From an optimization exercise on the open Yosys and OpenROAD flow, aimed at small area; shortcuts taken in it are not production practice.
At most, simulation tests tie the RTL to the original design; equivalence was not proved.
Power and IR drop assume default switching activity.

## pid_controller_clamped_unit
module pid_controller_clamped_unit #(
  parameter int unsigned UPDATE_RATE_HZ = 30
) (
  input  wire                               clk_i,
  input  wire                               rst_ni,
  input  wire                               cfg_valid_i,
  output logic                              cfg_ready_o,
  input  wire  [pcc_pkg::CfgIdxW-1:0]       cfg_index_i,
  input  wire  [pcc_pkg::DataW-1:0]         cfg_data_i,
  input  wire                               in_valid_i,
  output logic                              in_ready_o,
  input  wire                               time_passed_i,
  input  wire  signed [pcc_pkg::DataW-1:0]  setpoint_i,
  input  wire  signed [pcc_pkg::DataW-1:0]  measured_i,
  output logic                              out_valid_o,
  input  wire                               out_ready_i,
  output logic signed [pcc_pkg::DataW-1:0]  drive_o
);
  localparam logic [2:0] PhIdle = 3'd0;
  localparam logic [2:0] Ph1    = 3'd1;
  localparam logic [2:0] Ph2    = 3'd2;
  localparam logic [2:0] Ph3    = 3'd3;
  localparam logic [2:0] Ph4    = 3'd4;
  logic signed [15:0] kp_q, ki_q, kd_q, mn_q, mx_q;
  logic        [4:0]  cv_q;     
  logic signed [15:0] prev_q;
  logic               sv_q;     
  logic               out_valid_q;
  logic        [15:0] drive_q;
  logic [2:0] ph_q, ph_d;
  logic [4:0] g_q;                       
  logic       rd_q;                       
  logic        br_e_q, br_d_q, br_30_q;   
  logic [4:0]  dl_q;                      
  logic [16:0] acc_q;                     
  logic        pd_q;                      
  logic [3:0]  r_q;                       
  logic        br_q_q;                    
  logic        cy_q;                      
  logic        br_l_q, br_h_q;            
  logic        lt_q, gt_q, inv_q;         
  logic [23:0] ra_q, rb_q;                
  logic        p_q;                       
  logic        sgn_q;                     
  logic hold, first, jfirst, last;
  logic accept;
  assign cfg_ready_o = 1'b1;
  assign out_valid_o = out_valid_q;
  assign drive_o     = drive_q;
  assign hold        = !time_passed_i;
  always_ff @(posedge clk_i or negedge rst_ni) begin
    if (!rst_ni) begin
      cv_q <= '0;
    end else if (cfg_valid_i) begin
  ...
Size in the first run: about 590 cells after synthesis, ~220 flip-flops.
Settings: LEC_CHECK=0, CAP_MARGIN=20, CORE_MARGIN=2, CORE_UTILIZATION=60, CTS_BUF_LIST=sky130_fd_sc_hd__clkbuf_8, CTS_CLUSTER_DIAMETER=60, CTS_CLUSTER_SIZE=16, SLEW_MARGIN=20; clock period 11.0 ns.
standard.sh (not shown) runs the stock make flow with config.mk's settings and CLKGATE_MAP_FILE= SYNTH_SCRIPT=/design/flow/synth_recipe.tcl, a recipe that flattens the netlist after the stock synthesis.
==> flow/flow/run.sh <==
#!/bin/bash
# The standard layout with three changes:
#  - synthesis maps with an area-oriented ABC script (flow/abc_area.script in
#    place of ORFS's abc_speed.script; everything else in the scripts folder
#    is ORFS's own, copied unchanged);
#  - the port buffers are the smallest buffer cell;
#  - the clock tree is built from clkbuf_8 without dummy loads.
set -euo pipefail
here=$PWD
rm -rf "$here/scripts_area"
cp -r "$FLOW_HOME/scripts" "$here/scripts_area"
cp "$here/flow/abc_area.script" "$here/scripts_area/abc_speed.script"
export BUFFER_PORTS_ARGS="-buffer_cell sky130_fd_sc_hd__buf_1"
export CTS_ARGS="-sink_clustering_enable -repair_clock_nets -buf_list sky130_fd_sc_hd__clkbuf_8 -sink_clustering_size 16 -sink_clustering_max_diameter 60 -dont_use_dummy_load"
bash standard.sh "SCRIPTS_DIR=$here/scripts_area" finish > standard.log 2>&1
==> flow/flow/abc_area.script <==
&get -n
&st
&dch -f
&nf -a
&st
&syn2
&dch -f
&nf -a
&put
Edit:
--- a/flow/design.v
+++ b/flow/design.v
@@ -102,27 +102,28 @@
       rd_q <= 1'b0;
       g_q  <= '0;
     end else begin
       ph_q <= ph_d;
       if (ph_q == PhIdle || ph_d == PhIdle) rd_q <= 1'b0;
       else if (g_q == 5'd23) rd_q <= !rd_q;
       g_q  <= (g_q == 5'd23) ? 5'd0 : g_q + 5'd1;
     end
   end
-  logic n_hi, n_mid, n_le24, n_gt24, n_ge9, n_24, n_28, n_le36, n_37;
+  logic n_hi, n_mid, n_le24, n_gt24, n_ge9, n_24, n_28, n_32, n_le32, n_37;
   assign n_hi   = rd_q || g_q[4];                      
   assign n_le24 = !rd_q || (g_q == 5'd0);              
   assign n_gt24 = !n_le24;                             
   assign n_ge9  = rd_q || (g_q >= 5'd9);               
   assign n_mid  = !rd_q && (g_q >= 5'd9);              
   assign n_24   = rd_q && (g_q == 5'd0);
   assign n_28   = rd_q && (g_q == 5'd4);
-  assign n_le36 = !rd_q || (g_q <= 5'd12);
+  assign n_32   = rd_q && (g_q == 5'd8);
+  assign n_le32 = !rd_q || (g_q <= 5'd8);
   assign n_37   = rd_q && (g_q == 5'd13);
   assign in_ready_o = last;
   assign accept     = last && in_valid_i;
   assign first      = !rd_q && (g_q == 5'd0);
   assign jfirst     = !rd_q && (g_q == 5'd1);
   logic [3:0]  ie;
   logic        sp_b, pv_b, prev_b;
   logic        e_b, dlt_b, d30_b;
   logic        a_b, b_b;
@@ -177,22 +178,25 @@
   logic        i_b, lo_b, hi_b;
   assign i_b  = sv_q && (n_gt24 ? sgn_q : (p_q ? rb_q[0] : ra_q[0]));
   logic [3:0] mi;
   logic       m_in, m_top;
   assign mi    = g_q[3:0];
   assign m_in  = n_mid;
   assign m_top = rd_q;                                 
   assign lo_b = cv_q[3] && ((m_in && mn_q[mi]) || (m_top && mn_q[8]));
   assign hi_b = cv_q[4] && ((m_in && mx_q[mi]) || (m_top && mx_q[8]));
-  logic br_q_in, q_b, qa_b;
+  logic [3:0] r_add, r_inc, r_dec;
+  assign r_inc = (r_q == 4'd14) ? 4'd0 : r_q + 4'd1;
+  assign r_dec = (r_q == 4'd0) ? 4'd14 : r_q - 4'd1;
+  assign r_add = !x_b ? r_q : n_32 ? r_dec : r_inc;
+  logic br_q_in, q_b;
   assign br_q_in = br_q_q && !jfirst;
   assign q_b     = r_q[0] ^ x_b ^ br_q_in;
-  assign qa_b    = r_q[0] ^ (ph_q == Ph2);    
   logic i2_b;
   always_comb begin
     if (n_gt24)      i2_b = sgn_q;
     else if (lt_q)  i2_b = inv_q ? hi_b : lo_b;
     else if (gt_q)  i2_b = hi_b;
     else            i2_b = p_q ? ra_q[0] : rb_q[0];
   end
   logic u_b, w_b, cy_in, v_b;
   assign u_b   = (ph_q == Ph3) ? pd_q : q_b;
@@ -200,26 +204,26 @@
   assign cy_in = cy_q && !jfirst;
   assign v_b   = u_b ^ w_b ^ cy_in;
   logic c_b, br_l_in, br_h_in, l_b, h_b;
   assign c_b     = (ph_q == Ph1) ? lo_b : v_b;
   assign br_l_in = br_l_q && !jfirst;
   assign br_h_in = br_h_q && !jfirst;
   assign l_b     = c_b ^ lo_b ^ br_l_in;    
   assign h_b     = hi_b ^ c_b ^ br_h_in;    
   always_ff @(posedge clk_i) begin
-    br_q_q <= (qa_b && x_b) || (qa_b && br_q_in) || (x_b && br_q_in);
+    br_q_q <= (!r_q[0] && x_b) || (!(r_q[0] ^ x_b) && br_q_in);
     cy_q   <= (u_b && w_b) || ((u_b ^ w_b) && cy_in);
     br_l_q <= (!c_b && lo_b) || (!(c_b ^ lo_b) && br_l_in);
     br_h_q <= (!hi_b && c_b) || (!(hi_b ^ c_b) && br_h_in);
     unique case (ph_q)
       Ph1: begin
-        if (first || (n_37 && r_q == 4'd15)) r_q <= '0;
-        else if (n_le36) r_q <= {q_b, r_q[3:1]};
+        if (first) r_q <= '0;
+        else if (n_le32) r_q <= {r_add[0], r_add[3:1]};
         if (n_28) inv_q <= h_b;
       end
       Ph2: begin
         if (!first) r_q <= {q_b, r_q[3:1]};
         if (n_24) sgn_q <= i_b;
         if (n_28) begin
           lt_q <= l_b;
           gt_q <= h_b;
         end
What happened: Hold slack is about the same. Clock skew barely changes. Power went up by 12%. Die area went up by 2.1%. Routed wire length went up by 11%. Via count went up by 5.7%. First-iteration DRC count went up by 42%. Setup slack gets better by 120 ps. Final area went up by 1.1%. Final cell count went up by 2.6%. Register-to-register slack gets worse by 110 ps.

---

Another version of the RTL of pid_controller_clamped_unit (not shown whole).
Size in the first run: about 720 cells after synthesis, roughly 220 flip-flops, about 76 I/O pins.
clock: 11.0 ns
lec_check: 0
cap_margin: 20
core_margin: 2
core_utilization: 60
cts_buf_list: sky130_fd_sc_hd__clkbuf_8
cts_cluster_diameter: 60
cts_cluster_size: 16
slew_margin: 20
Scripts as last shown in full above: flow/flow/run.sh, flow/flow/abc_area.script
Edit:
--- a/flow/design.v
+++ b/flow/design.v
@@ -144,21 +144,33 @@
   end
   logic [15:0] k1, op_a, op_b;
   logic        k1v;
   logic [17:0] acc_in, sum;   
   logic        x_b;
   assign k1     = (ph_q == Ph3) ? kp_q : ki_q;
   assign k1v    = (ph_q == Ph3) ? cv_q[0] : cv_q[1];
   assign op_a   = (e_b && k1v) ? k1 : 16'd0;
   assign op_b   = (d30_b && cv_q[2] && (ph_q == Ph3)) ? kd_q : 16'd0;
   assign acc_in = first ? 18'd0 : {acc_q[16], acc_q};
-  assign sum    = acc_in + {{2{op_a[15]}}, op_a} + {{2{op_b[15]}}, op_b};
+  logic [17:0] ea, eb, cs_s, cs_c;
+  logic [18:0] rc;
+  assign ea   = {{2{op_a[15]}}, op_a};
+  assign eb   = {{2{op_b[15]}}, op_b};
+  assign cs_s = acc_in ^ ea ^ eb;
+  assign cs_c = (acc_in & ea) | (acc_in & eb) | (ea & eb);
+  assign rc[0] = 1'b0;
+  for (genvar i = 0; i < 18; i++) begin : g_rip
+    logic cb;
+    assign cb        = (i == 0) ? 1'b0 : cs_c[i-1];
+    assign sum[i]    = cs_s[i] ^ cb ^ rc[i];
+    assign rc[i+1]   = (cs_s[i] & cb) | (cs_s[i] & rc[i]) | (cb & rc[i]);
+  end
   assign x_b    = sum[0];
   always_ff @(posedge clk_i) begin
     acc_q <= sum[17:1];
     pd_q  <= x_b;
   end
   logic        i_b, lo_b, hi_b;
   assign i_b  = sv_q && ((n_q > 6'd24) ? sgn_q : (p_q ? rb_q[0] : ra_q[0]));
   logic [3:0] mi;
   logic       m_in, m_top;
   assign mi    = n_q[3:0] + 4'd7;
=> The changed run ran to the end with no violations. Total power drops by about 9%. Clock-buffer cell count stays the same. Fmax falls by 25%. Area after synthesis falls by 3.9%. Die area goes down by 3.8%. Cell area goes down by 3.4%. First-iteration DRC count falls by 29%. Worst setup slack degrades by 2.7 ns. Core utilization shrinks by 1.0 points. Critical path depth fell by 2. Final cell count fell by about 10%. Sequential share of layout area goes up by 2.0 points. Register-to-register slack got worse by 2.8 ns. Clock skew is lower by 0.019 ns.
No run of this note included a check of the RTL's function; only the layout flow was run.

---

The RTL this note starts from:
==> flow/design.v <==
`default_nettype none
package pcc_pkg;
  localparam int unsigned DataW = 16;
  localparam int unsigned IntegW = 24;
  localparam int unsigned CfgIdxW = 3;
endpackage
`default_nettype wire
`default_nettype none
module pid_controller_clamped_unit #(
  parameter int unsigned UPDATE_RATE_HZ = 30
) (
  input  wire                               clk_i,
  input  wire                               rst_ni,
  input  wire                               cfg_valid_i,
  output logic                              cfg_ready_o,
  input  wire  [pcc_pkg::CfgIdxW-1:0]       cfg_index_i,
  input  wire  [pcc_pkg::DataW-1:0]         cfg_data_i,
  input  wire                               in_valid_i,
  output logic                              in_ready_o,
  input  wire                               time_passed_i,
  input  wire  signed [pcc_pkg::DataW-1:0]  setpoint_i,
  input  wire  signed [pcc_pkg::DataW-1:0]  measured_i,
  output logic                              out_valid_o,
  input  wire                               out_ready_i,
  output logic signed [pcc_pkg::DataW-1:0]  drive_o
);
  localparam logic [2:0] PhIdle = 3'd0;
  localparam logic [2:0] Ph1    = 3'd1;
  localparam logic [2:0] Ph2    = 3'd2;
  localparam logic [2:0] Ph3    = 3'd3;
  localparam logic [2:0] Ph4    = 3'd4;
  logic signed [15:0] kp_q, ki_q, kd_q, mn_q, mx_q;
  logic        [4:0]  cv_q;     
  logic signed [23:0] integ_q;
  logic signed [15:0] prev_q;
  logic               sv_q;     
  logic               out_valid_q;
  logic        [15:0] drive_q;
  logic [2:0] ph_q, ph_d;
  logic [5:0] n_q, n_d;
  logic        br_e_q, br_d_q, br_30_q;   
  logic [4:0]  dl_q;                      
  logic [17:0] acc_q;                     
  logic        pd_q;                      
  logic [3:0]  r_q;                       
  logic        br_q_q;                    
  logic        cy_q;                      
  logic        br_l_q, br_h_q;            
  logic        lt_q, gt_q, inv_q;         
  logic [23:0] scr_q;                     
  logic        sgn_q;                     
  logic hold, first, jfirst, last;
  logic accept;
  assign cfg_ready_o = 1'b1;
  assign out_valid_o = out_valid_q;
  assign drive_o     = drive_q;
  assign hold        = !time_passed_i;
  always_ff @(posedge clk_i or negedge rst_ni) begin
    if (!rst_ni) begin
      cv_q <= '0;
    end else if (cfg_valid_i) begin
      case (cfg_index_i)
        3'd0: cv_q[0] <= 1'b1;
        3'd1: cv_q[1] <= 1'b1;
        3'd2: cv_q[2] <= 1'b1;
        3'd3: cv_q[3] <= 1'b1;
        3'd4: cv_q[4] <= 1'b1;
        default: ;
      endcase
    end
  end
  always_ff @(posedge clk_i) begin
    if (cfg_valid_i) begin
      case (cfg_index_i)
        3'd0: kp_q <= cfg_data_i;
        3'd1: ki_q <= cfg_data_i;
        3'd2: kd_q <= cfg_data_i;
        3'd3: mn_q <= cfg_data_i;
        3'd4: mx_q <= cfg_data_i;
        default: ;
      endcase
    end
  end
  always_comb begin
    ph_d = ph_q;
    n_d  = n_q + 6'd1;
    last = 1'b0;
    unique case (ph_q)
      Ph1: if (n_q == 6'd32) begin ph_d = Ph2; n_d = '0; end
      Ph2: if (n_q == 6'd47) begin ph_d = Ph3; n_d = '0; end
      Ph3: if (n_q == 6'd57) begin ph_d = Ph4; n_d = 6'd9; end
      Ph4: if (n_q == 6'd24) begin ph_d = PhIdle; last = 1'b1; end
      default: begin
        ph_d = hold ? Ph4 : Ph1;
        n_d  = hold ? 6'd9 : 6'd0;
      end
    endcase
    if (ph_q == PhIdle && (!in_valid_i || out_valid_q)) begin
      ph_d = PhIdle;
    end
    if (!in_valid_i) begin
      ph_d = PhIdle;
    end
  end
  always_ff @(posedge clk_i or negedge rst_ni) begin
    if (!rst_ni) begin
      ph_q <= PhIdle;
    end else begin
      ph_q <= ph_d;
    end
  end
  always_ff @(posedge clk_i) begin
    n_q <= n_d;
  end
  assign in_ready_o = last;
  assign accept     = last && in_valid_i;
  assign first      = (n_q == 6'd0);
  assign jfirst     = (n_q == 6'd1);
  logic [63:0] sp_x, pv_x, prev_x;
  logic        sp_b, pv_b, prev_b;
  logic        e_b, dlt_b, d30_b;
  logic        a_b, b_b;
  assign sp_x   = {{48{setpoint_i[15]}}, setpoint_i};
  assign pv_x   = {{48{measured_i[15]}}, measured_i};
  assign prev_x = {{48{prev_q[15]}}, prev_q};
  assign sp_b   = sp_x[n_q];
  assign pv_b   = pv_x[n_q];
  assign prev_b = sv_q && prev_x[n_q];
  logic br_e_in, br_d_in, br_30_in;
  assign br_e_in  = br_e_q  && !first;
  assign br_d_in  = br_d_q  && !first;
  assign br_30_in = br_30_q && !first;
  assign e_b   = sp_b ^ pv_b ^ br_e_in;
  assign dlt_b = pv_b ^ prev_b ^ br_d_in;
  assign a_b   = dl_q[0];
  assign b_b   = dl_q[4];
  assign d30_b = a_b ^ b_b ^ br_30_in;
  always_ff @(posedge clk_i) begin
    br_e_q  <= (!sp_b && pv_b) || (!(sp_b ^ pv_b) && br_e_in);
    br_d_q  <= (!pv_b && prev_b) || (!(pv_b ^ prev_b) && br_d_in);
    br_30_q <= (!a_b && b_b) || (!(a_b ^ b_b) && br_30_in);
    dl_q    <= {dl_q[3:0], dlt_b && (ph_q == Ph3)};
  end
  logic [15:0] k1, op_a, op_b;
  logic        k1v;
  logic [18:0] acc_in, sum;
  logic        x_b;
  assign k1     = (ph_q == Ph3) ? kp_q : ki_q;
  assign k1v    = (ph_q == Ph3) ? cv_q[0] : cv_q[1];
  assign op_a   = (e_b && k1v) ? k1 : 16'd0;
  assign op_b   = (d30_b && cv_q[2] && (ph_q == Ph3)) ? kd_q : 16'd0;
  assign acc_in = first ? 19'd0 : {acc_q[17], acc_q};
  assign sum    = acc_in + {{3{op_a[15]}}, op_a} + {{3{op_b[15]}}, op_b};
  assign x_b    = sum[0];
  always_ff @(posedge clk_i) begin
    acc_q <= sum[18:1];
    pd_q  <= x_b;
  end
  logic [63:0] i_x, lo_x, hi_x;
  logic        i_b, lo_b, hi_b;
  assign i_x  = {{39{integ_q[23]}}, integ_q, 1'b0};
  assign lo_x = {{39{mn_q[15]}}, mn_q, 9'd0};
  assign hi_x = {{39{mx_q[15]}}, mx_q, 9'd0};
  assign i_b  = sv_q && i_x[n_q];
  assign lo_b = cv_q[3] && lo_x[n_q];
  assign hi_b = cv_q[4] && hi_x[n_q];
  logic [3:0] r_add, r_inc, r_dec;
  assign r_inc = (r_q == 4'd14) ? 4'd0 : r_q + 4'd1;
  assign r_dec = (r_q == 4'd0) ? 4'd14 : r_q - 4'd1;
  assign r_add = !x_b ? r_q : (n_q == 6'd32) ? r_dec : r_inc;
  logic br_q_in, q_b;
  assign br_q_in = br_q_q && !jfirst;
  assign q_b     = r_q[0] ^ x_b ^ br_q_in;
  logic i2_b;
  always_comb begin
    if (n_q > 6'd24) i2_b = sgn_q;
    else if (lt_q)  i2_b = inv_q ? hi_b : lo_b;
    else if (gt_q)  i2_b = hi_b;
    else            i2_b = scr_q[0];
  end
  logic u_b, w_b, cy_in, v_b;
  assign u_b   = (ph_q == Ph3) ? pd_q : q_b;
  assign w_b   = (ph_q == Ph3) ? i2_b : i_b;
  assign cy_in = cy_q && !jfirst;
  assign v_b   = u_b ^ w_b ^ cy_in;
  logic c_b, br_l_in, br_h_in, l_b, h_b;
  assign c_b     = (ph_q == Ph1) ? lo_b : v_b;
  assign br_l_in = br_l_q && !jfirst;
  assign br_h_in = br_h_q && !jfirst;
  assign l_b     = c_b ^ lo_b ^ br_l_in;    
  assign h_b     = hi_b ^ c_b ^ br_h_in;    
  always_ff @(posedge clk_i) begin
    br_q_q <= (!r_q[0] && x_b) || (!(r_q[0] ^ x_b) && br_q_in);
    cy_q   <= (u_b && w_b) || ((u_b ^ w_b) && cy_in);
    br_l_q <= (!c_b && lo_b) || (!(c_b ^ lo_b) && br_l_in);
    br_h_q <= (!hi_b && c_b) || (!(hi_b ^ c_b) && br_h_in);
    unique case (ph_q)
      Ph1: begin
        if (first) r_q <= '0;
        else       r_q <= {r_add[0], r_add[3:1]};
        if (n_q == 6'd28) inv_q <= h_b;
      end
      Ph2: begin
        if (!first) r_q <= {q_b, r_q[3:1]};
        if (n_q == 6'd28) begin
          lt_q <= l_b;
          gt_q <= h_b;
        end
      end
      Ph3: begin
        if (n_q == 6'd24) sgn_q <= i2_b;
        if (n_q >= 6'd9 && n_q <= 6'd24) drive_q <= {v_b, drive_q[15:1]};
        if (n_q == 6'd37) begin
          lt_q <= l_b;
          gt_q <= h_b;
        end
      end
      Ph4: begin
        drive_q <= {hold ? 1'b0 : gt_q ? hi_b : lt_q ? lo_b : drive_q[0],
                    drive_q[15:1]};
      end
      default: ;
    endcase
  end
  logic scr_in;
  always_comb begin
    scr_in = scr_q[0];
    if (!first && n_q <= 6'd24) begin
      if (ph_q == Ph2) scr_in = v_b;
      if (ph_q == Ph3) scr_in = i2_b;
    end
  end
  always_ff @(posedge clk_i) begin
    scr_q <= {scr_in, scr_q[23:1]};
  end
  always_ff @(posedge clk_i or negedge rst_ni) begin
    if (!rst_ni) begin
      sv_q <= 1'b0;
    end else if (accept && !hold) begin
      sv_q <= 1'b1;
    end
  end
  always_ff @(posedge clk_i) begin
    if (accept && !hold) begin
      integ_q <= scr_q;
      prev_q  <= measured_i;
    end
  end
  always_ff @(posedge clk_i or negedge rst_ni) begin
    if (!rst_ni) begin
      out_valid_q <= 1'b0;
    end else if (accept) begin
      out_valid_q <= 1'b1;
    end else if (out_ready_i) begin
      out_valid_q <= 1'b0;
    end
  end
endmodule
`default_nettype wire
==> flow/config.mk <==
export PLATFORM = sky130hd
export DESIGN_NAME = pid_controller_clamped_unit
export DESIGN_NICKNAME = pid_controller_clamped_unit
export VERILOG_FILES = /design/flow/design.v
export SDC_FILE = /design/flow/constraint.sdc
export NUM_CORES = 4
export LEC_CHECK = 0
export CAP_MARGIN = 20
export CORE_MARGIN = 2
export CORE_UTILIZATION = 60
export CTS_BUF_LIST = sky130_fd_sc_hd__clkbuf_8
export CTS_CLUSTER_DIAMETER = 60
export CTS_CLUSTER_SIZE = 16
export SLEW_MARGIN = 20
==> flow/constraint.sdc <==
create_clock -name core_clock -period 11.0 [get_ports {clk_i}]
set_input_delay 2.2000 -clock core_clock [delete_from_list [all_inputs] [get_ports {clk_i}]]
set_output_delay 2.2000 -clock core_clock [all_outputs]
set_load 0.01 [all_outputs]
run.sh (not shown) runs the stock make flow with config.mk's settings and CLKGATE_MAP_FILE= SYNTH_SCRIPT=/design/flow/synth_recipe.tcl, a recipe that flattens the netlist after the stock synthesis.
Stock flow here: none of the scripts above is used.
Then changed:
--- a/flow/design.v
+++ b/flow/design.v
@@ -46,11 +46,10 @@
   logic        br_q_q;                    
   logic        cy_q;                      
   logic        br_l_q, br_h_q;            
   logic        lt_q, gt_q, inv_q;         
   logic [23:0] scr_q;                     
-  logic        sgn_q;                     
   logic hold, first, jfirst, last;
   logic accept;
   assign cfg_ready_o = 1'b1;
   assign out_valid_o = out_valid_q;
   assign drive_o     = drive_q;
@@ -85,12 +84,12 @@
     ph_d = ph_q;
     n_d  = n_q + 6'd1;
     last = 1'b0;
     unique case (ph_q)
       Ph1: if (n_q == 6'd32) begin ph_d = Ph2; n_d = '0; end
-      Ph2: if (n_q == 6'd47) begin ph_d = Ph3; n_d = '0; end
-      Ph3: if (n_q == 6'd57) begin ph_d = Ph4; n_d = 6'd9; end
+      Ph2: if (n_q == 6'd28) begin ph_d = Ph3; n_d = '0; end
+      Ph3: if (n_q == 6'd37) begin ph_d = Ph4; n_d = 6'd9; end
       Ph4: if (n_q == 6'd24) begin ph_d = PhIdle; last = 1'b1; end
       default: begin
         ph_d = hold ? Ph4 : Ph1;
         n_d  = hold ? 6'd9 : 6'd0;
       end
@@ -171,11 +170,11 @@
   logic br_q_in, q_b;
   assign br_q_in = br_q_q && !jfirst;
   assign q_b     = r_q[0] ^ x_b ^ br_q_in;
   logic i2_b;
   always_comb begin
-    if (n_q > 6'd24) i2_b = sgn_q;
+    if (n_q > 6'd24) i2_b = scr_q[23];
     else if (lt_q)  i2_b = inv_q ? hi_b : lo_b;
     else if (gt_q)  i2_b = hi_b;
     else            i2_b = scr_q[0];
   end
   logic u_b, w_b, cy_in, v_b;
@@ -200,17 +199,18 @@
         else       r_q <= {r_add[0], r_add[3:1]};
         if (n_q == 6'd28) inv_q <= h_b;
       end
       Ph2: begin
         if (!first) r_q <= {q_b, r_q[3:1]};
+        if (!first && n_q <= 6'd24) scr_q <= {v_b, scr_q[23:1]};
         if (n_q == 6'd28) begin
           lt_q <= l_b;
           gt_q <= h_b;
         end
       end
       Ph3: begin
-        if (n_q == 6'd24) sgn_q <= i2_b;
+        if (!first && n_q <= 6'd24) scr_q <= {i2_b, scr_q[23:1]};
         if (n_q >= 6'd9 && n_q <= 6'd24) drive_q <= {v_b, drive_q[15:1]};
         if (n_q == 6'd37) begin
           lt_q <= l_b;
           gt_q <= h_b;
         end
@@ -220,21 +220,10 @@
                     drive_q[15:1]};
       end
       default: ;
     endcase
   end
-  logic scr_in;
-  always_comb begin
-    scr_in = scr_q[0];
-    if (!first && n_q <= 6'd24) begin
-      if (ph_q == Ph2) scr_in = v_b;
-      if (ph_q == Ph3) scr_in = i2_b;
-    end
-  end
-  always_ff @(posedge clk_i) begin
-    scr_q <= {scr_in, scr_q[23:1]};
-  end
   always_ff @(posedge clk_i or negedge rst_ni) begin
     if (!rst_ni) begin
       sv_q <= 1'b0;
     end else if (accept && !hold) begin
       sv_q <= 1'b1;
Effect: The changed run produced a clean layout; utilization fell by 1.1 points; non-clock buffer count rose by 1; worst setup slack gets better by 310 ps; flip-flop and latch count fell by 1; power rose by 14%; global-route usage rose by 0.42 points; design area rose by 1.7%; synthesized area rose by 2.2%; wire length rose by 4.2%.
Only the layout flow was run in the second run of this note; the RTL was not checked for function there.

==> what the ideal ports hide <==
The flow's constraints put no driver on any port. The routed layouts listed below were extracted and timed again, unchanged, in two steps.
Step 1, drivers: a clkbuf_16 drives clk_i and a buf_2 each remaining input, both assumed.
Step 2 moves the port delays by t, midway between the first and last clock arrival at a register: inputs arrive t later, outputs are due t later. That takes back most of the time a late clock gives input paths.
Slacks: ideal / step 1 / step 2; pairs: ideal / step 1.
| run | shift t [ns] | slack for setup (ns) | worst register clock-pin slew, ns | worst data-port slew with drivers (ns) | cell pins on the clock port's net |
|---|---|---|---|---|---|
| the first run of note 1 | 0.523 | 0.397 / 0.417 / -0.106 | 0.10 / 0.10 | 0.04 | 1 |
| the second run of note 1 | 0.526 | 0.518 / 0.534 / 0.008 | 0.10 / 0.10 | 0.06 | 1 |
| the first run of note 2 | 0.533 | 3.077 / 3.086 / 2.553 | 0.10 / 0.10 | 0.04 | 1 |
| the second run of note 2 | 0.532 | 0.406 / 0.423 / -0.109 | 0.10 / 0.10 | 0.03 | 1 |
| the first run of note 3 | 0.550 | 2.943 / 2.954 / 2.403 | 0.10 / 0.10 | 0.04 | 1 |
| the second run of note 3 | 0.540 | 3.250 / 3.263 / 2.723 | 0.11 / 0.11 | 0.05 | 1 |
Met with ideal ports but missed after step 2: setup timing in the first run of note 1 and the second run of note 2. For the first run of note 3, which loses most, drivers alone change the setup slack by +0.011 ns; drivers and shift together by -0.540 ns.
